Source: an optimization exercise on an open RTL-to-GDS flow (aim: small area and a short achievable clock period). Production flows keep margins and buffers that such runs may drop.
Function was checked by simulation only, so behaviour that the tests miss may differ from the original.
Power and IR drop assume default switching activity.

==> design/flow/design.v <==
package rv_front_pkg;
    typedef enum logic [6:0] {
        OPCODE_RTYPE  = 7'b0110011,  
        OPCODE_ITYPE  = 7'b0010011,  
        OPCODE_LOAD   = 7'b0000011,
        OPCODE_STORE  = 7'b0100011,
        OPCODE_BRANCH = 7'b1100011,  
        OPCODE_JAL    = 7'b1101111,
        OPCODE_JALR   = 7'b1100111,
        OPCODE_LUI    = 7'b0110111,  
        OPCODE_AUIPC  = 7'b0010111   
    } opcode_e;
    localparam logic [2:0] FUNCT3_SLL     = 3'b001;
    localparam logic [2:0] FUNCT3_SRL_SRA = 3'b101;  
    localparam int REG_COUNT  = 32;                   
    localparam int REG_ADDR_W = $clog2(REG_COUNT);    
endpackage
module imem #(
    parameter int DWIDTH     = 32,
    parameter int AWIDTH     = 32,
    parameter int IMEM_DEPTH = 64    
)(
    input  logic                          clk,
    input  logic                          we_i,     
    input  logic [$clog2(IMEM_DEPTH)-1:0] waddr_i,  
    input  logic [DWIDTH-1:0]             wdata_i,
    input  logic [AWIDTH-1:0]             pc_i,     
    output logic [DWIDTH-1:0]             insn_o
);
    localparam int IDX_W = $clog2(IMEM_DEPTH);
    logic [DWIDTH-1:0] mem [IMEM_DEPTH];  
    always_ff @(posedge clk) begin
        if (we_i) begin
            mem[waddr_i] <= wdata_i;
        end
    end
    assign insn_o = mem[pc_i[IDX_W+1:2]];
endmodule
module fetch #(
    parameter int                AWIDTH   = 32,
    parameter logic [AWIDTH-1:0] RESET_PC = '0
)(
    input  logic              clk,
    input  logic              rst_n_i,            
    input  logic              stall_i,            
    input  logic              redirect_i,         
    input  logic [AWIDTH-1:0] redirect_target_i,
    output logic [AWIDTH-1:0] pc_o
);
    logic [AWIDTH-1:0] pc_q;
    logic [AWIDTH-1:0] pc_next;
    always_comb begin
        if (redirect_i) begin
            pc_next = redirect_target_i;
        end else if (stall_i) begin
            pc_next = pc_q;                    
        end else begin
            pc_next = pc_q + AWIDTH'(4);       
        end
    end
    always_ff @(posedge clk) begin
        if (!rst_n_i) begin
            pc_q <= RESET_PC;
        end else begin
            pc_q <= pc_next;
        end
    end
    assign pc_o = pc_q;
endmodule
module igen #(
    parameter int DWIDTH = 32
)(
    input  logic [DWIDTH-1:0] insn_i,
    output logic [DWIDTH-1:0] imm_o
);
    rv_front_pkg::opcode_e opcode;
    logic signed [31:0]    imm32;    
    assign opcode = rv_front_pkg::opcode_e'(insn_i[6:0]);
    always_comb begin
        case (opcode)
            rv_front_pkg::OPCODE_ITYPE,
            rv_front_pkg::OPCODE_LOAD,
            rv_front_pkg::OPCODE_JALR:
                imm32 = {{20{insn_i[31]}}, insn_i[31:20]};
            rv_front_pkg::OPCODE_STORE:
                imm32 = {{20{insn_i[31]}}, insn_i[31:25], insn_i[11:7]};
            rv_front_pkg::OPCODE_BRANCH:
                imm32 = {{19{insn_i[31]}}, insn_i[31], insn_i[7],
                         insn_i[30:25], insn_i[11:8], 1'b0};
            rv_front_pkg::OPCODE_LUI,
            rv_front_pkg::OPCODE_AUIPC:
                imm32 = {insn_i[31:12], 12'b0};
            rv_front_pkg::OPCODE_JAL:
                imm32 = {{11{insn_i[31]}}, insn_i[31], insn_i[19:12],
                         insn_i[20], insn_i[30:21], 1'b0};
            default:
                imm32 = '0;    
        endcase
    end
    assign imm_o = DWIDTH'(imm32);
endmodule
module decode #(
    parameter int DWIDTH = 32,
    parameter int AWIDTH = 32
)(
    input  logic [DWIDTH-1:0]                   insn_i,
    input  logic [AWIDTH-1:0]                   pc_i,
    output logic [AWIDTH-1:0]                   pc_o,
    output logic [DWIDTH-1:0]                   insn_o,
    output logic [6:0]                          opcode_o,    
    output logic [rv_front_pkg::REG_ADDR_W-1:0] rd_o,
    output logic [rv_front_pkg::REG_ADDR_W-1:0] rs1_o,
    output logic [rv_front_pkg::REG_ADDR_W-1:0] rs2_o,
    output logic [6:0]                          funct7_o,
    output logic [2:0]                          funct3_o,
    output logic [4:0]                          shamt_o,     
    output logic [DWIDTH-1:0]                   imm_o
);
    rv_front_pkg::opcode_e opcode;
    logic                  is_shift;    
    assign opcode = rv_front_pkg::opcode_e'(insn_i[6:0]);
    assign is_shift = (insn_i[14:12] == rv_front_pkg::FUNCT3_SLL) ||
                      (insn_i[14:12] == rv_front_pkg::FUNCT3_SRL_SRA);
    igen #(
        .DWIDTH (DWIDTH)
    ) u_igen (
        .insn_i (insn_i),
        .imm_o  (imm_o)
    );
    assign pc_o     = pc_i;
    assign insn_o   = insn_i;
    assign opcode_o = insn_i[6:0];
    always_comb begin
        rd_o     = '0;
        rs1_o    = '0;
        rs2_o    = '0;
        funct7_o = '0;
        funct3_o = '0;
        shamt_o  = '0;
        case (opcode)
            rv_front_pkg::OPCODE_RTYPE: begin
                rd_o     = insn_i[11:7];
                rs1_o    = insn_i[19:15];
                rs2_o    = insn_i[24:20];
                funct3_o = insn_i[14:12];
                funct7_o = insn_i[31:25];    
            end
            rv_front_pkg::OPCODE_ITYPE,
            rv_front_pkg::OPCODE_LOAD,
            rv_front_pkg::OPCODE_JALR: begin
                rd_o     = insn_i[11:7];
                rs1_o    = insn_i[19:15];    
                funct3_o = insn_i[14:12];
                if (opcode == rv_front_pkg::OPCODE_ITYPE && is_shift) begin
                    funct7_o = insn_i[31:25];
                    shamt_o  = insn_i[24:20];
                end
            end
            rv_front_pkg::OPCODE_STORE,
            rv_front_pkg::OPCODE_BRANCH: begin
                rs1_o    = insn_i[19:15];    
                rs2_o    = insn_i[24:20];    
                funct3_o = insn_i[14:12];    
            end
            rv_front_pkg::OPCODE_LUI,
            rv_front_pkg::OPCODE_AUIPC,
            rv_front_pkg::OPCODE_JAL: begin
                rd_o = insn_i[11:7];         
            end
            default: begin
                rd_o     = insn_i[11:7];
                rs1_o    = insn_i[19:15];
                rs2_o    = insn_i[24:20];
                funct3_o = insn_i[14:12];
                funct7_o = insn_i[31:25];
                shamt_o  = insn_i[24:20];
            end
        endcase
    end
endmodule
module register_file #(
    parameter int DWIDTH = 32
)(
    input  logic                                clk,
    input  logic                                rst_n_i,
    input  logic [rv_front_pkg::REG_ADDR_W-1:0] rs1_i,
    input  logic [rv_front_pkg::REG_ADDR_W-1:0] rs2_i,
    output logic [DWIDTH-1:0]                   rs1_data_o,
    output logic [DWIDTH-1:0]                   rs2_data_o,
    input  logic                                wb_en_i,      
    input  logic [rv_front_pkg::REG_ADDR_W-1:0] wb_rd_i,
    input  logic [DWIDTH-1:0]                   wb_data_i
);
    logic [DWIDTH-1:0] regs [1:rv_front_pkg::REG_COUNT-1];
    always_ff @(posedge clk) begin
        if (!rst_n_i) begin
            for (int i = 1; i < rv_front_pkg::REG_COUNT; i++) begin
                regs[i] <= '0;
            end
        end else if (wb_en_i && (wb_rd_i != '0)) begin
            regs[wb_rd_i] <= wb_data_i;    
        end
    end
    function automatic logic [DWIDTH-1:0] read_port(
        input logic [rv_front_pkg::REG_ADDR_W-1:0] idx
    );
        if (idx == '0) begin
            read_port = '0;
        end else if (wb_en_i && (wb_rd_i == idx)) begin
            read_port = wb_data_i;         
        end else begin
            read_port = regs[idx];
        end
    endfunction
    always_comb begin
        rs1_data_o = read_port(rs1_i);
        rs2_data_o = read_port(rs2_i);
    end
endmodule
module rv_front_top #(
    parameter int                DWIDTH     = 32,
    parameter int                AWIDTH     = 32,
    parameter logic [AWIDTH-1:0] RESET_PC   = '0,
    parameter int                IMEM_DEPTH = 64
)(
    input  logic                                clk,
    input  logic                                rst_n_i,
    input  logic                                imem_we_i,
    input  logic [$clog2(IMEM_DEPTH)-1:0]       imem_waddr_i,
    input  logic [DWIDTH-1:0]                   imem_wdata_i,
    input  logic                                stall_i,
    input  logic                                redirect_i,
    input  logic [AWIDTH-1:0]                   redirect_target_i,
    input  logic                                wb_en_i,
    input  logic [rv_front_pkg::REG_ADDR_W-1:0] wb_rd_i,
    input  logic [DWIDTH-1:0]                   wb_data_i,
    output logic [AWIDTH-1:0]                   pc_o,
    output logic [DWIDTH-1:0]                   insn_o,
    output logic [6:0]                          opcode_o,
    output logic [rv_front_pkg::REG_ADDR_W-1:0] rd_o,
    output logic [rv_front_pkg::REG_ADDR_W-1:0] rs1_o,
    output logic [rv_front_pkg::REG_ADDR_W-1:0] rs2_o,
    output logic [6:0]                          funct7_o,
    output logic [2:0]                          funct3_o,
    output logic [4:0]                          shamt_o,
    output logic [DWIDTH-1:0]                   imm_o,
    output logic [DWIDTH-1:0]                   rs1_data_o,
    output logic [DWIDTH-1:0]                   rs2_data_o
);
    logic [AWIDTH-1:0] pc;      
    logic [DWIDTH-1:0] insn;    
    fetch #(
        .AWIDTH   (AWIDTH),
        .RESET_PC (RESET_PC)
    ) u_fetch (
        .clk               (clk),
        .rst_n_i           (rst_n_i),
        .stall_i           (stall_i),
        .redirect_i        (redirect_i),
        .redirect_target_i (redirect_target_i),
        .pc_o              (pc)
    );
    imem #(
        .DWIDTH     (DWIDTH),
        .AWIDTH     (AWIDTH),
        .IMEM_DEPTH (IMEM_DEPTH)
    ) u_imem (
        .clk     (clk),
        .we_i    (imem_we_i),
        .waddr_i (imem_waddr_i),
        .wdata_i (imem_wdata_i),
        .pc_i    (pc),
        .insn_o  (insn)
    );
    decode #(
        .DWIDTH (DWIDTH),
        .AWIDTH (AWIDTH)
    ) u_decode (
        .insn_i   (insn),
        .pc_i     (pc),
        .pc_o     (pc_o),
        .insn_o   (insn_o),
        .opcode_o (opcode_o),
        .rd_o     (rd_o),
        .rs1_o    (rs1_o),
        .rs2_o    (rs2_o),
        .funct7_o (funct7_o),
        .funct3_o (funct3_o),
        .shamt_o  (shamt_o),
        .imm_o    (imm_o)
    );
    register_file #(
        .DWIDTH (DWIDTH)
    ) u_register_file (
        .clk        (clk),
        .rst_n_i    (rst_n_i),
        .rs1_i      (rs1_o),
        .rs2_i      (rs2_o),
        .rs1_data_o (rs1_data_o),
        .rs2_data_o (rs2_data_o),
        .wb_en_i    (wb_en_i),
        .wb_rd_i    (wb_rd_i),
        .wb_data_i  (wb_data_i)
    );
endmodule
==> design/flow/run.sh <==
#!/bin/bash
# synth_recipe.tcl (not shown) runs the flow's synth.tcl, then flattens the netlist and writes it again
# the make line also repeats each setting of config.mk as NAME=value (left out here)
make -C /OpenROAD-flow-scripts/flow DESIGN_CONFIG=/design/flow/config.mk WORK_HOME=/design/flow/orfs CLKGATE_MAP_FILE= SYNTH_SCRIPT=/design/flow/synth_recipe.tcl finish
==> design/flow/config.mk <==
export PLATFORM = sky130hd
export DESIGN_NAME = rv_front_top
export DESIGN_NICKNAME = rv_front_top
export VERILOG_FILES = /design/flow/design.v
export SDC_FILE = /design/flow/constraint.sdc
export NUM_CORES = 4
export LEC_CHECK = 0
export CAP_MARGIN = 20
export CORE_MARGIN = 2
export CORE_UTILIZATION = 45
export SETUP_SLACK_MARGIN = 0.3
export SLEW_MARGIN = 20
==> design/flow/constraint.sdc <==
create_clock -name core_clock -period 8.5 [get_ports {clk}]
set_input_delay 1.7000 -clock core_clock [delete_from_list [all_inputs] [get_ports {clk}]]
set_output_delay 1.7000 -clock core_clock [all_outputs]
set_load 0.01 [all_outputs]
==> summary.txt <==
Final layout
  – Fin nets: 9338
  – Util after Layout: 0.524
  – Fillers: 24.0k
  – Area grow syn2layout: 15.7%
  – Share of cells above drive strength 1: 0.188
  – Final instance area: ~160000 µm²
  – Fin cells: 13.5k

STA
  – Rel. slew slack: 0.164
  – Pins Over Slew Limit: 0
  – Final setup violation count: 0
  – TNS Setup: 0 ns
  – Final min period: ~8.2 ns
  – Share of the clock period used by the worst path: 0.964
  – RSZ-0062 raised after global routing: yes
  – Clock skew: ~0.012 ns
  – Max frequency: 122 MHz
  – Final hold violations: 0
  – Worst slew pin tran: 1.25 ns
  – Hold_ws: 0.539 ns
  – Final WS setup: around 0.31 ns

Routing
  – Vias post-DR: 89.4k
  – Drt wl/cell: 36.0 µm
  – Drt via density: between 6 and 7
  – Antenna viol nets, final: 0
  – First-pass DRT Iterations: 9
  – Routed WL: 484 mm
  – DRC: 0
  – DRT iter0 DRCs: 14.9k

Synthesis
  – Post-synthesis cell area: about 140000 µm²
  – Ys flop type: edfxtp_1
  – Avg Inst Size Synth: 15.4 µm²
  – Number of synthesized flops with an enable pin: 3072
  – FFs w/ async S/R, synth: 0
  – Post-synthesis cell type count: 95
  – Yosys top cell area share: 0.679
  – Dominant cells by area after synthesis: edfxtp_1 68%, mux4_2 8.9%, and2_1 4.7%
  – Count leader, synth: edfxtp_1
  – Cells after Synth: 8808
  – Top cell type by total area after synthesis: edfxtp_1
  – Yosys reg bits: 3110
  – Seq/Total Area, Yosys: 0.685
  – Top cells by count, synth: 3072 x edfxtp_1, 1029 x and2_1, 851 x nand2_1
  – Ys Warns: 5

Worst setup path
  – Crit. End Element: primary output
  – Buf/Inv on CP: 8
  – Critical path fanouts, max: 36
  – Worst path max stage delay: 0.68 ns
  – Cell family with most CP delay: buffers and inverters
  – Worst path slowest cell: o211ai_1
  – CP Cell Sequence: buf_12, buf_12, buf_4, bufbuf_16, mux4_2, a221oi_2, nand2_1, o311ai_1, a211o_2, inv_1, nand2_1, a31oi_4, buf_12, nor2_4, buf_12, o221ai_1, o211ai_1, and3_1, a32o_1, clkdlybuf4s50_1
  – CP Class: reg -> out
  – Top cell by count, worst path: buf_12
  – CP startpoint kind: register
  – Worst path arrival time: 6.49 ns
  – Crit path required time: 6.80 ns

Placed design
  – Dpl hpwl: between 200 and 300 mm
  – Cell Area, Placed: 146000 µm²
  – Placed cells: 12.8k
  – Final RePlAce weighted congestion: 0.912
  – I/O Buffers: 309
  – DP Worst Slack: between 0.6 and 0.7 ns

Floorplan
  – Core area: 300000 µm²
  – Initial Utilization: 0.453
  – Ports: 310
  – Die area: slightly above 300000 µm²
  – Die X: 553 µm
  – Row count: 201
  – Chip height: 553 µm

CTS
  – Clock-pin transition on the worst setup and hold timing paths: 0.06 ns
  – Clock latency (worst-skew pair): 0.93 ns
  – Htree depth: 5
  – Clock Path Buffers: 4
  – CTS tree: done
  – Num Clock Sinks: 3110
  – CTS Hold Bufs: 0
  – Clock tree root buffer cell: clkbuf_16
  – CTS buffer count: 331

Power and ir drop
  – P_leak: 51.4 nW
  – PwrDens: 243 nW/µm²
  – Power, Total: 38.3 mW
  – Worst VDD drop: 0.000153 V

Global route
  – Largest net degree at the start of global routing: 111
  – Initial antenna violation count: 32
  – Met2 Track Usage GR: 0.455
  – Grt total ovfl: 0
  – First-pass GRT wire length: 668 mm
  – GR Util All Layers: 0.308
  – M3 GR Usage: 0.0679
  – Grt met1 use: 0.432
  – Number of global-route vias before repair: 86.2k
  – GRT busiest layer: met2

Job
  – Max-cap viol count: 0

Outcome
  – Status: timing/DRC/antenna clean

Hold path
  – Hold Crit Class: reg -> reg
path summary, 6_finish.rpt:
check | slack [ns] | cells past startpoint | from | endpoint
worst max register to register | 5.79 | 11 | u_fetch.pc_q[12] | u_fetch.pc_q[31]
worst min-delay path | 0.54 | 2 | u_fetch.pc_q[1] | u_fetch.pc_q[1]
worst min register to register | 0.54 | 2 | u_fetch.pc_q[1] | u_fetch.pc_q[1]
worst max-delay path | 0.31 | 20 | register | rs2_data_o[21]
repair_timing:
action	CTS	global route
pin swaps	9	17
cloned	6	7
setup buffers	20	22
gates resized for setup	56	55
setup endpoints to repair	83	65
per-layer routing:
layer	share of wire	vias up
li1	-	35412
met2	0.44	6738
met5	0.00023	-
met4	0.055	16
met1	0.38	46062
met3	0.12	1157
sequential cells by signal (all words and copies together) (netlist names), named ones only:
signal and count:
u_fetch.pc_q 32, u_imem.mem 2048, u_register_file.regs 1024
cells by family (layout without fill, tap and decap cells):
logic type,Yosys count,after routing,share of synthesized area
flip-flops,3110,3110,0.685
multiplexers,817,817,0.111
AO/OA/AOI/OAI,1571,1571,0.0824
other,1,51,0.0000276
AND/OR/NAND/NOR,2450,2450,0.0922
adder cells (fa/ha/maj),1,1,0.0000921
XOR/XNOR,34,34,0.00219
buffers and inverters,824,1462,0.0274
cell usage in the layout, fill, tap and decap left out, types with 45 or more instances in the layout:
cell / netlist / layout
inv_1: 59 / 58
and2_1: 1029 / 1030
mux2i_1: 229 / 228
buf_4: 40 / 400
clkdlybuf4s50_1: 0 / 265
o22ai_1: 45 / 45
clkbuf_16: 0 / 346
edfxtp_1: 3072 / 3072
o211ai_1: 98 / 98
a21oi_1: 224 / 220
o221ai_1: 221 / 221
o21ai_0: 250 / 211
nand3_1: 76 / 73
a221o_1: 63 / 61
a221oi_1: 137 / 133
nand2_1: 851 / 841
a31oi_1: 232 / 232
mux4_2: 538 / 538
a22oi_1: 121 / 121
clkbuf_1: 515 / 73
and3_1: 80 / 80
clkinv_2: 0 / 57
buf_12: 4 / 60
nor2_1: 270 / 168
clkinv_1: 2 / 67
nor2_4: 0 / 71
tightest hold or removal path, delay by kind of cell (launching register included):
kind,cells,cell delay (ns)
flops,1,0.31
mux,1,0.12
simple gates,1,0.06
report_power, final:
part / leakage [nW] / internal [mW] / switching [mW] / total, mW
clock network: 5.04 / 8.00 / 6.09 / 14.1
registers: 28.5 / 17.2 / 0.200 / 17.4
logic: 17.9 / 2.41 / 4.34 / 6.75
total: 51.4 / 27.6 / 10.6 / 38.3
layout make-up:
class	instances	area [µm²]	area share
Clock buffer	412	8760	0.0557
Timing Repair Buffer	809	8090	0.0515
Clock inverter	174	1530	0.00974
Sequential cell	3110	93000	0.592
Inverter	67	285	0.00181
Tap cell	3958	4950	0.0315
Antenna cell	19	47.5	0.000302
Multi-Input combinational cell	4905	40600	0.258

[what the ideal ports hide]
No port has a modelled driver above. Below, the same layout with a new extraction and two added sets of constraints. Step 1 (the two cells are an assumption about what drives the block):
set clk [get_ports {clk}]
set_driving_cell -lib_cell sky130_fd_sc_hd__clkbuf_16 $clk
set_driving_cell -lib_cell sky130_fd_sc_hd__buf_2 [delete_from_list [all_inputs] $clk]
Step 2 moves the port delays by t, midway between the first and last clock arrival at a register: inputs arrive t later, outputs are due t later. That takes back most of the time a late clock gives input paths. Slacks: no drivers / after step 1 / after step 2; pairs: no drivers / after step 1.
shift t [ns]: 1.012
slack for setup (ns): 0.306 / 0.197 / 1.208
worst hold slack (ns): 0.539 / 0.539 / 0.539
clock arrival spread, ns: 0.062 / 0.061
worst data-port slew with drivers (ns): 0.24
After both steps this run still meets setup and hold. For this run, drivers alone change the setup slack by -0.109 ns; drivers and shift together by +0.902 ns.
